This design comes from an exercise in tuning for small area, a short achievable clock period and few clock cycles per item on the open sky130 flow, not from production work.
Where RTL was checked, it was by simulation tests only, not by an equivalence proof against the original.

Design pipelined_alu, start of the top module:
module pipelined_alu #(
   parameter int WIDTH   = 32,
   parameter int LATENCY = 2,
   parameter int TAG_W   = 8
) (
   input  logic             clk,
   input  logic             reset,
   input  logic             in_valid,
   output logic             in_ready,
   input  logic [WIDTH-1:0] op_a,
   input  logic [WIDTH-1:0] op_b,
   input  logic [3:0]       opcode,
   input  logic [TAG_W-1:0] in_tag,
   output logic             out_valid,
   input  logic             out_ready,
   output logic [WIDTH-1:0] result,
   output logic [TAG_W-1:0] out_tag,
   output logic             flag_z,
   output logic             flag_c,
   output logic             flag_v,
   output logic             err,
   output logic             busy
);
Settings: LEC_CHECK=0, CAP_MARGIN=20, CORE_MARGIN=2, CORE_UTILIZATION=40, SLEW_MARGIN=20; clock period 10.0 ns.
run.sh (not shown) runs the stock make flow with config.mk's settings and CLKGATE_MAP_FILE= SYNTH_SCRIPT=/design/flow/synth_recipe.tcl, a recipe that flattens the netlist after the stock synthesis.
The first run completed with no timing, DRC or antenna violations.
Testbench counts at the start, summed over its fixed seeds: cycles 16,016, items 16,000.
==> next run, changes <==
Settings changed: SETUP_SLACK_MARGIN from default to 4.5.
What happened: Hold slack barely changes. Via count climbs by 0.63%. Wire length is higher by 1.7%. Global-route usage rose by 0.36 points. Register-to-register slack gets better by 0.40 ns. Final area rises by 3.4%.
==> next run, changes <==
==> flow/flow/run.sh (new file) <==
#!/bin/bash
# The standard layout, with the ports buffered by buf_2 cells instead of the delay-type
# buffer that buffer_ports picks by default.
set -euo pipefail
bash standard.sh "BUFFER_PORTS_ARGS=-buffer_cell sky130_fd_sc_hd__buf_2" finish > standard_make.log 2>&1
==> flow/standard.sh (new file) <==
#!/bin/bash
# synth_recipe.tcl (not shown) runs the flow's synth.tcl, then flattens the netlist and writes it again
# the make line also repeats each setting of config.mk as NAME=value (left out here)
make -C /OpenROAD-flow-scripts/flow DESIGN_CONFIG=/design/flow/config.mk WORK_HOME=/design/flow/orfs CLKGATE_MAP_FILE= SYNTH_SCRIPT=/design/flow/synth_recipe.tcl "${@:-finish}"
removed: flow/run.sh
- The new run passed the timing, DRC and antenna checks
- sequential cell count stays the same
- global-route usage drops by 0.14 points
- synthesized area does not change
- final area drops by about 4%
- register-to-register slack is better by 0.06 ns
==> next run, changes <==
==> flow/run.sh (new file) <==
#!/bin/bash
# synth_recipe.tcl (not shown) runs the flow's synth.tcl, then flattens the netlist and writes it again
# the make line also repeats each setting of config.mk as NAME=value (left out here)
make -C /OpenROAD-flow-scripts/flow DESIGN_CONFIG=/design/flow/config.mk WORK_HOME=/design/flow/orfs CLKGATE_MAP_FILE= SYNTH_SCRIPT=/design/flow/synth_recipe.tcl finish
Settings changed: SETUP_SLACK_MARGIN 4.5 to 5.
removed: flow/flow/run.sh
removed: flow/standard.sh
The changed run finished with timing, DRC and antenna clean.
Cell count goes up by about 3.5%.
Wire length rises by about 7%.
Critical path depth increases by 5.
Hold slack hardly moves.
Die area stays the same.
Via count goes up by 3.5%.
Non-clock buffer count goes up by 104.
Utilization goes up by 4.5 points.

Setup of main:
Another version of the RTL of pipelined_alu (not shown whole).
Size in the first run: roughly 2200 cells after synthesis, ~130 I/O pins, roughly 21000 µm² of cells after synthesis.
make LEC_CHECK=0 CAP_MARGIN=20 CORE_MARGIN=2 CORE_UTILIZATION=40 SETUP_SLACK_MARGIN=5 SLEW_MARGIN=20 finish   # period 10.0 ns
Stock flow here: none of the scripts above is used.
--- input diff main..the feature branch ---
# main
export LEC_CHECK = 0
export CAP_MARGIN = 20
export CORE_MARGIN = 2
export CORE_UTILIZATION = 40
export SETUP_SLACK_MARGIN = 5
export SLEW_MARGIN = 20
create_clock -name core_clock -period 10.0 [get_ports {clk}]
# the feature branch
export LEC_CHECK = 0
export CAP_MARGIN = 20
export CORE_MARGIN = 2
export CORE_UTILIZATION = 40
export SLEW_MARGIN = 20
create_clock -name core_clock -period 10.0 [get_ports {clk}]
[summary]
- From main to the feature branch the numbers moved as follows: number of vias in the routed layout down about 7%, total stage count of the critical path closely matched the old numbers.
- Worst relative slew slack deteriorates in the feature branch relative to main.
- Per the comparison of the feature branch with main, core occupancy in the finished layout -6.1 points; sum of met3 wire segment lengths after detailed routing fell 25%; post-detailed-routing wire length decreased by 9.2% relative to the old numbers; sequential share of layout area grew by 2.5 points.
- Growth of design area from synthesis to finish: lower on the feature branch
- Against main, final weighted congestion in routability-driven placement in the feature branch rose slightly.
- Global routing usage on met3 down 2.3 points in the feature branch wrt main
No run of this note included a check of the RTL's function; only the layout flow was run.

Another version of the RTL of pipelined_alu (not shown whole).
Size in the first run: roughly 2300 cells after synthesis, ~190 flip-flops, roughly 130 I/O pins, roughly 23000 um2 of cells after synthesis.
clock: 10.0 ns
lec_check: 0
cap_margin: 20
core_margin: 2
core_utilization: 40
setup_slack_margin: 4.5
slew_margin: 20
Edit:
--- a/flow/config.mk
+++ b/flow/config.mk
@@ -10,3 +10,3 @@
 export CORE_UTILIZATION = 40
-export SETUP_SLACK_MARGIN = 4.5
+export SETUP_SLACK_MARGIN = 5
 export SLEW_MARGIN = 20
=> Area after synthesis does not change. Core utilization climbs by 0.84 points. Setup slack is better by 0.19 ns. Synthesized cell count does not change.
No functional check of the RTL was part of any run of this note.

pipelined_alu, a different RTL version from the one above (not shown whole).
Size in the first run: about 2000 cells after synthesis, about 160 flip-flops, about 130 I/O pins, ~0.020 mm^2 of cells after synthesis.
==> flow/config.mk <==
export PLATFORM = sky130hd
export DESIGN_NAME = pipelined_alu
export DESIGN_NICKNAME = pipelined_alu
export VERILOG_FILES = /design/flow/design.v
export SDC_FILE = /design/flow/constraint.sdc
export NUM_CORES = 4
export LEC_CHECK = 0
export CAP_MARGIN = 20
export CORE_MARGIN = 2
export CORE_UTILIZATION = 55
export PLACE_DENSITY = 0.75
export SETUP_SLACK_MARGIN = 4.25
export SLEW_MARGIN = 20
export SYNTH_HIERARCHICAL = 1
==> flow/constraint.sdc <==
create_clock -name core_clock -period 10.0 [get_ports {clk}]
set_input_delay 2.0000 -clock core_clock [delete_from_list [all_inputs] [get_ports {clk}]]
set_output_delay 2.0000 -clock core_clock [all_outputs]
set_load 0.01 [all_outputs]
standard.sh (not shown) runs the stock make flow with config.mk's settings and CLKGATE_MAP_FILE= SYNTH_SCRIPT=/design/flow/synth_recipe.tcl, a recipe that flattens the netlist after the stock synthesis.
==> flow/flow/run.sh <==
#!/bin/bash
# The standard layout, with the ports buffered by buf_1 cells instead of the delay-type
# buffer that buffer_ports picks by default.
set -euo pipefail
bash standard.sh "BUFFER_PORTS_ARGS=-buffer_cell sky130_fd_sc_hd__buf_1" finish > standard_make.log 2>&1
Testbench counts at the start, summed over its fixed seeds: cycles 16,016, items 16,000.
Then changed:
Settings changed: CORE_UTILIZATION 55 to 65, PLACE_DENSITY 0.75 to 0.85, SETUP_SLACK_MARGIN 4.25 to 4.5.
Effect: The changed run passed the timing, DRC and antenna checks. Routed wire length shrinks by 2.6%. Via count rose by 1.8%. Core utilization came out higher by 10 points.

Another version of the RTL of pipelined_alu (not shown whole).
For scale: roughly 130 I/O pins.
export LEC_CHECK = 0
export CAP_MARGIN = 20
export CORE_MARGIN = 2
export CORE_UTILIZATION = 40
export SETUP_SLACK_MARGIN = 4.5
export SLEW_MARGIN = 20
export SYNTH_HIERARCHICAL = 1
create_clock -name core_clock -period 10.0 [get_ports {clk}]
Scripts as last shown in full above: flow/flow/run.sh
The starting point went through all stages and came out clean.
==> next run, changes <==
--- a/flow/config.mk
+++ b/flow/config.mk
@@ -9,5 +9,5 @@
 export CORE_MARGIN = 2
 export CORE_UTILIZATION = 40
-export SETUP_SLACK_MARGIN = 4.5
+export SETUP_SLACK_MARGIN = 5
 export SLEW_MARGIN = 20
 export SYNTH_HIERARCHICAL = 1
=>
- clock-buffer cell count does not change
- non-clock buffer count climbs by 92
- flip-flop and latch count does not change
- clock skew rises by 3.9 ps
- final area went up by a few percent
- critical path depth goes up by 1
Function was not checked in any run of this note: the RTL went through the layout flow alone.

RTL: one of the versions met above, not the one the previous note started from.
For scale: roughly 2000 cells after synthesis, about 160 flip-flops, roughly 130 I/O pins, about 20000 sq um of cells after synthesis.
==> flow/config.mk <==
export PLATFORM = sky130hd
export DESIGN_NAME = pipelined_alu
export DESIGN_NICKNAME = pipelined_alu
export VERILOG_FILES = /design/flow/design.v
export SDC_FILE = /design/flow/constraint.sdc
export NUM_CORES = 4
export LEC_CHECK = 0
export CAP_MARGIN = 20
export CORE_MARGIN = 2
export CORE_UTILIZATION = 40
export SETUP_SLACK_MARGIN = 4.5
export SLEW_MARGIN = 20
export SYNTH_HIERARCHICAL = 1
==> flow/constraint.sdc <==
create_clock -name core_clock -period 10.0 [get_ports {clk}]
set_input_delay 2.0000 -clock core_clock [delete_from_list [all_inputs] [get_ports {clk}]]
set_output_delay 2.0000 -clock core_clock [all_outputs]
set_load 0.01 [all_outputs]
Scripts as last shown in full above: flow/flow/run.sh
Testbench counts at the start, summed over its fixed seeds: cycles 16,016, items 16,000.
Change:
CORE_UTILIZATION = 55   (was 40)
PLACE_DENSITY = 0.75   (was default)
Result: The changed run went through all stages and came out clean. Core utilization climbs by 16 points. Cell count drops by 7.7%. Sequential share of layout area climbs by 0.40 points. Maximum frequency climbs by 0.92%. Via count climbs by 2.9%. Cell area drops by 1.8%. Global-route usage climbs by 7.9 points.

pipelined_alu, a different RTL version from the one above (not shown whole).
Size in the first run: roughly 2,000 cells after synthesis, about 20,000 µm² of cells after synthesis.
Settings: LEC_CHECK=0, CAP_MARGIN=20, CORE_MARGIN=2, CORE_UTILIZATION=40, SETUP_SLACK_MARGIN=4.75, SLEW_MARGIN=20, SYNTH_HIERARCHICAL=1; clock period 10.0 ns.
Scripts as last shown in full above: flow/flow/run.sh
The first run went through all stages and came out clean.
Testbench counts at the start, summed over its fixed seeds: cycles 16,016, items 16,000.
Next try:
--- a/flow/config.mk
+++ b/flow/config.mk
@@ -9,4 +9,5 @@
 export CORE_MARGIN = 2
-export CORE_UTILIZATION = 40
-export SETUP_SLACK_MARGIN = 4.75
+export CORE_UTILIZATION = 55
+export PLACE_DENSITY = 0.75
+export SETUP_SLACK_MARGIN = 4.5
 export SLEW_MARGIN = 20
The new run passed the timing, DRC and antenna checks.
Die area drops by a quarter to a third.
Worst hold slack improved by 5.3 ps.
Clock skew drops by 7.8 ps.
First-iteration DRC count climbs slightly.
Next try:
--- a/flow/config.mk
+++ b/flow/config.mk
@@ -9,4 +9,3 @@
 export CORE_MARGIN = 2
-export CORE_UTILIZATION = 55
-export PLACE_DENSITY = 0.75
+export CORE_UTILIZATION = 40
 export SETUP_SLACK_MARGIN = 4.5
Outcome: Clock-buffer cell count came out higher by 1; register-to-register slack got worse by 30 ps; flip-flop and latch count is unchanged.
Next try:
--- a/flow/config.mk
+++ b/flow/config.mk
@@ -10,3 +10,3 @@
 export CORE_UTILIZATION = 40
-export SETUP_SLACK_MARGIN = 4.5
+export SETUP_SLACK_MARGIN = 5
 export SLEW_MARGIN = 20
The new run went through all stages and came out clean; setup slack gets better by 82 ps; worst hold slack degrades by 9.8 ps; wire length is higher by a little under a tenth.

re-timing with driven ports:
How much do the figures lean on ideal ports? The routed layouts below were timed once more, with nothing changed but the port constraints.
Step 1 sets driving cells, clkbuf_16 on the clock port and buf_2 on the other inputs (assumed; they add their load-dependent delay and slew).
Step 2 adds t to the input delays and takes it off the output delays; t is the mean of the earliest and latest rising clock arrival at the registers after step 1. Input paths then give back, and output paths get back, about the clock's delay inside the block.
Slacks: ideal / step 1 / step 2; pairs: ideal / step 1.
run | t (ns) | setup slack, ns | hold slack, ns | worst setup path after step 2 | worst data-port slew with drivers (ns)
the first run of note 1 | 0.505 | 3.820 / 3.765 / 4.128 | 0.421 / 0.421 / 0.421 | input to output | 0.05
the second run of note 1 | 0.516 | 4.498 / 4.440 / 4.681 | 0.422 / 0.422 / 0.422 | register to register | 0.05
the third run of note 1 | 0.522 | 4.508 / 4.449 / 4.735 | 0.420 / 0.420 / 0.420 | register to register | 0.06
the fourth run of note 1 | 0.508 | 4.448 / 4.392 / 4.881 | 0.421 / 0.421 / 0.421 | input to register | 0.05
main | 0.507 | 2.703 / 2.642 / 3.149 | 0.424 / 0.424 / 0.424 | register to output | 0.05
the feature branch | 0.503 | 1.541 / 1.485 / 1.988 | 0.420 / 0.420 / 0.420 | register to output | 0.07
the first run of note 3 | 0.524 | 4.434 / 4.378 / 4.614 | 0.412 / 0.412 / 0.412 | input to output | 0.04
the second run of note 3 | 0.526 | 4.629 / 4.571 / 5.071 | 0.416 / 0.416 / 0.416 | input to register | 0.04
the first run of note 4 | 0.487 | 4.542 / 4.510 / 4.542 | 0.422 / 0.422 / 0.422 | register to register | 0.06
the second run of note 4 | 0.485 | 4.527 / 4.475 / 4.529 | 0.422 / 0.422 / 0.422 | register to register | 0.06
the first run of note 5 | 0.510 | 4.517 / 4.461 / 4.688 | 0.414 / 0.414 / 0.414 | register to register | 0.05
the second run of note 5 | 0.514 | 4.773 / 4.717 / 5.091 | 0.414 / 0.414 / 0.414 | input to output | 0.05
the first run of note 6 | 0.510 | 4.613 / 4.555 / 4.641 | 0.423 / 0.423 / 0.423 | register to register | 0.04
the second run of note 6 | 0.486 | 4.662 / 4.612 / 4.696 | 0.422 / 0.422 / 0.422 | register to register | 0.06
the first run of note 7 | 0.510 | 4.799 / 4.745 / 4.876 | 0.420 / 0.420 / 0.420 | register to register | 0.04
the second run of note 7 | 0.495 | 4.641 / 4.588 / 4.697 | 0.425 / 0.425 / 0.425 | register to register | 0.04
the third run of note 7 | 0.512 | 4.634 / 4.577 / 4.668 | 0.420 / 0.420 / 0.420 | register to register | 0.04
the fourth run of note 7 | 0.506 | 4.716 / 4.665 / 5.027 | 0.410 / 0.410 / 0.410 | register to register | 0.04
After both steps setup and hold are still met in every run listed.
